From an optimization exercise on the open Yosys and OpenROAD flow, aimed at small area; shortcuts taken in it are not production practice. Function was checked by simulation only, so behaviour that the tests miss may differ from the original. Power and IR drop assume default switching activity.

Setup of main:
## collisionTop
module collisionTop
(
	input  logic                       Clk,
	input  logic                       rstN,
	input  logic [7:0]                 keycode,
	input  logic [pointW-1:0]          tankPos,        
	input  logic [pointW-1:0]          enemyPos,       
	input  logic [wallCount*rectW-1:0] walls,          
	input  logic [pointW-1:0]          missilePos,     
	input  logic [1:0]                 missileDir,
	output logic [2:0]                 status          
);
For scale: roughly 970 cells after synthesis, ~3 flip-flops, ~0.0093 mm2 of cells after synthesis.
==> module tankSpan, before the edit <==
module tankSpan
(
	input  logic [coordW-1:0] t,
	input  logic [coordW-1:0] lo,
	input  logic [coordW-1:0] size,
	output logic              overlap,
	output logic              nearHi,
	output logic              nearLo
);
	logic [cmpW-1:0] g;     
	logic [cmpW:0]   f;     
	tankRipple #(.W(cmpW)) u_g
	(
		.a   ({1'b0, lo}),
		.b   ({1'b1, ~t}),
		.cin (1'b1),
		.sum (g)
	);
	tankRipple #(.W(cmpW + 1)) u_f
	(
		.a   ({g[cmpW-1], g}),
		.b   ({2'b00, size}),
		.cin (1'b0),
		.sum (f)
	);
	assign overlap = !f[cmpW] && (|f[cmpW-1:0]) && (g[cmpW-1] || !(|g[cmpW-2:4]));
	assign nearHi  = &f;
	assign nearLo  = (g == 11'd17);
endmodule
==> flow/config.mk <==
export PLATFORM = sky130hd
export DESIGN_NAME = collisionTop
export DESIGN_NICKNAME = collisionTop
export VERILOG_FILES = /design/flow/design.v
export SDC_FILE = /design/flow/constraint.sdc
export NUM_CORES = 4
export LEC_CHECK = 0
export CAP_MARGIN = 20
export CORE_MARGIN = 2
export CORE_UTILIZATION = 60
export CTS_BUF_LIST = sky130_fd_sc_hd__clkbuf_2
export GPL_TIMING_DRIVEN = 0
export SLEW_MARGIN = 20
==> flow/constraint.sdc <==
create_clock -name core_clock -period 7.0 [get_ports {Clk}]
set_input_delay 1.4000 -clock core_clock [delete_from_list [all_inputs] [get_ports {Clk}]]
set_output_delay 1.4000 -clock core_clock [all_outputs]
set_load 0.01 [all_outputs]
standard.sh (not shown) runs the stock make flow with config.mk's settings and CLKGATE_MAP_FILE= SYNTH_SCRIPT=/design/flow/synth_recipe.tcl, a recipe that flattens the netlist after the stock synthesis.
==> flow/flow/run.sh <==
#!/bin/bash
# The standard layout (the standard.sh, unchanged synthesis), except
# that the port buffers are plain buf_1 cells rather than delay buffers.
set -euo pipefail
export BUFFER_PORTS_ARGS="-buffer_cell sky130_fd_sc_hd__buf_1"
bash standard.sh > standard.log 2>&1
Edits applied to the flow inputs when going from main to the feature branch:
==> flow/design.v, changed modules only <==
module tankRippleC
#(
	parameter int W = 5
)
(
	input  logic [W-1:0] a,
	input  logic [W-1:0] b,
	output logic [W-1:0] sum,
	output logic         cout
);
	logic [W:0] carry;
	assign carry[0] = 1'b0;
	for (genvar i = 0; i < W; i++)
	begin : bitLoop
		assign sum[i]     = a[i] ^ b[i] ^ carry[i];
		assign carry[i+1] = (a[i] & b[i]) | (carry[i] & (a[i] ^ b[i]));
	end
	assign cout = carry[W];
endmodule
module tankSpan
(
	input  logic [coordW-1:0] t,
	input  logic [coordW-1:0] lo,
	input  logic [coordW-1:0] size,
	output logic              overlap,
	output logic              nearHi,
	output logic              nearLo
);
	logic [cmpW-1:0] gBiased;     
	logic [cmpW:0]   fBiased;     
	tankRippleC #(.W(coordW)) u_g
	(
		.a    (lo),
		.b    (~t),
		.sum  (gBiased[coordW-1:0]),
		.cout (gBiased[coordW])
	);
	tankRippleC #(.W(cmpW)) u_f
	(
		.a    (gBiased),
		.b    ({1'b0, size}),
		.sum  (fBiased[cmpW-1:0]),
		.cout (fBiased[cmpW])
	);
	assign overlap = (fBiased[cmpW] || fBiased[cmpW-1])
		&& (!gBiased[coordW] || (!(|gBiased[coordW-1:4]) && (gBiased[3:0] != 4'hf)));
	assign nearHi  = (fBiased == 12'd1022);
	assign nearLo  = (gBiased == 11'd1040);
endmodule
Notes after the runs:
Re count of filler cells inserted in the layout: the feature branch and main aren't equal, and the lower value belongs to the feature branch.
In the reports for the feature branch and main, the smaller post-synth design cell area belongs to the feature branch.
Power after layout for the feature branch: 6.8% down relative to main
Looking at the feature branch and main, the detail-routed via count per cell is a wash.
Route | the feature branch vs main | wire shorter in the feature branch
In the tables for the feature branch and main, number of resized instances in the post-cts repair step reads higher with the feature branch.

========
## v6
Another version of the RTL of collisionTop (not shown whole).
For scale: about 1,000 cells after synthesis, roughly 3 flip-flops, roughly 200 I/O pins, ~9700 sq um of cells after synthesis.
clock: 7.0 ns
lec_check: 0
cap_margin: 20
core_margin: 2
core_utilization: 60
gpl_timing_driven: 0
slew_margin: 20
==> flow/flow/run.sh <==
#!/bin/bash
# The standard layout (the standard.sh, unchanged synthesis), except
# that the port buffers are plain buf_2 cells rather than delay buffers.
set -euo pipefail
export BUFFER_PORTS_ARGS="-buffer_cell sky130_fd_sc_hd__buf_2"
bash standard.sh > standard.log 2>&1
Input changes introduced in v7 (baseline for comparison: v6):
==> flow/design.v, changed modules only <==
module tankSpan
(
	input  logic [coordW-1:0] t,
	input  logic [coordW-1:0] lo,
	input  logic [coordW-1:0] size,
	output logic              overlap,
	output logic              nearHi,
	output logic              nearLo
);
	logic [4:0] gLow, fLow;
	logic       gNeg, gZero, gMinus, gBelow;
	logic       fNeg, fZero, fMinus, fBig;
	tankSplitDiff u_diff
	(
		.lo     (lo),
		.v      (t),
		.size   (size),
		.dLow   (gLow),
		.dNeg   (gNeg),
		.dZero  (gZero),
		.dMinus (gMinus),
		.dBelow (gBelow),
		.eLow   (fLow),
		.eNeg   (fNeg),
		.eZero  (fZero),
		.eMinus (fMinus),
		.eBig   (fBig)
	);
	assign overlap = !fNeg && (gNeg || (gZero && (gLow != 5'd15) && !gLow[4]));
	assign nearHi  = fMinus && (fLow == 5'd30);
	assign nearLo  = gZero && (gLow == 5'd16);
endmodule
--- outcome ---
In v7 the placed standard-cell area turned out about 6% higher than in v6.
Portion of the post-synthesis area used by sequential elements delta (v7 -> v6): insignificant
Total wire length after detailed routing deteriorates in v7 relative to v6.
Summary: with v6 as the reference, number of non-filler instances in the completed layout in v7 moved up by a little under 10%.
v7 closes out successfully: all stages finished, all timing, DRC and antenna checks passed.
Slowest cell on the critical path = or4b_2: v7; slowest cell on the critical path = or4_4: v6
In v7, the proportion of power drawn by combinational gates came out 0.2 points above the value in v6.
Compared with v6, v7 shows a hold slack that is 97 ps higher.
v7 against v6: xor-xnor portion of the synthesized cell area grew by 1.1 points; via count increased 977; area growth from synthesis to layout shrank by 2.2 points.

## re-timing with driven ports
The results above use ideal ports. As a check the final layouts listed here were re-extracted and re-timed, cells and wires unchanged.
Step 1, drivers: a clkbuf_16 drives Clk and a buf_2 each remaining input, both assumed.
Step 2 also shifts input and output timing later by t, the mid clock arrival at the registers, as if the neighbouring blocks saw the same clock.
Slacks: no drivers / after step 1 / after step 2; pairs: no drivers / after step 1.
run | t (ns) | setup slack, ns | worst setup path at the end | clock arrival spread, ns | worst slew at a driven data input, ns
main | 0.244 | 0.126 / 0.124 / -0.120 | input to register | 0.004 / 0.004 | 0.07
the feature branch | 0.217 | 0.083 / 0.077 / -0.140 | input to register | 0.011 / 0.011 | 0.07
v6 | 0.253 | 0.149 / 0.142 / -0.111 | input to register | 0.001 / 0.001 | 0.07
v7 | 0.249 | 0.389 / 0.392 / 0.143 | input to register | 0.001 / 0.002 | 0.07
Met with ideal ports but missed after step 2: setup timing in main, the feature branch and v6. For v6, which loses most, drivers alone change the setup slack by -0.007 ns; drivers and shift together by -0.260 ns.
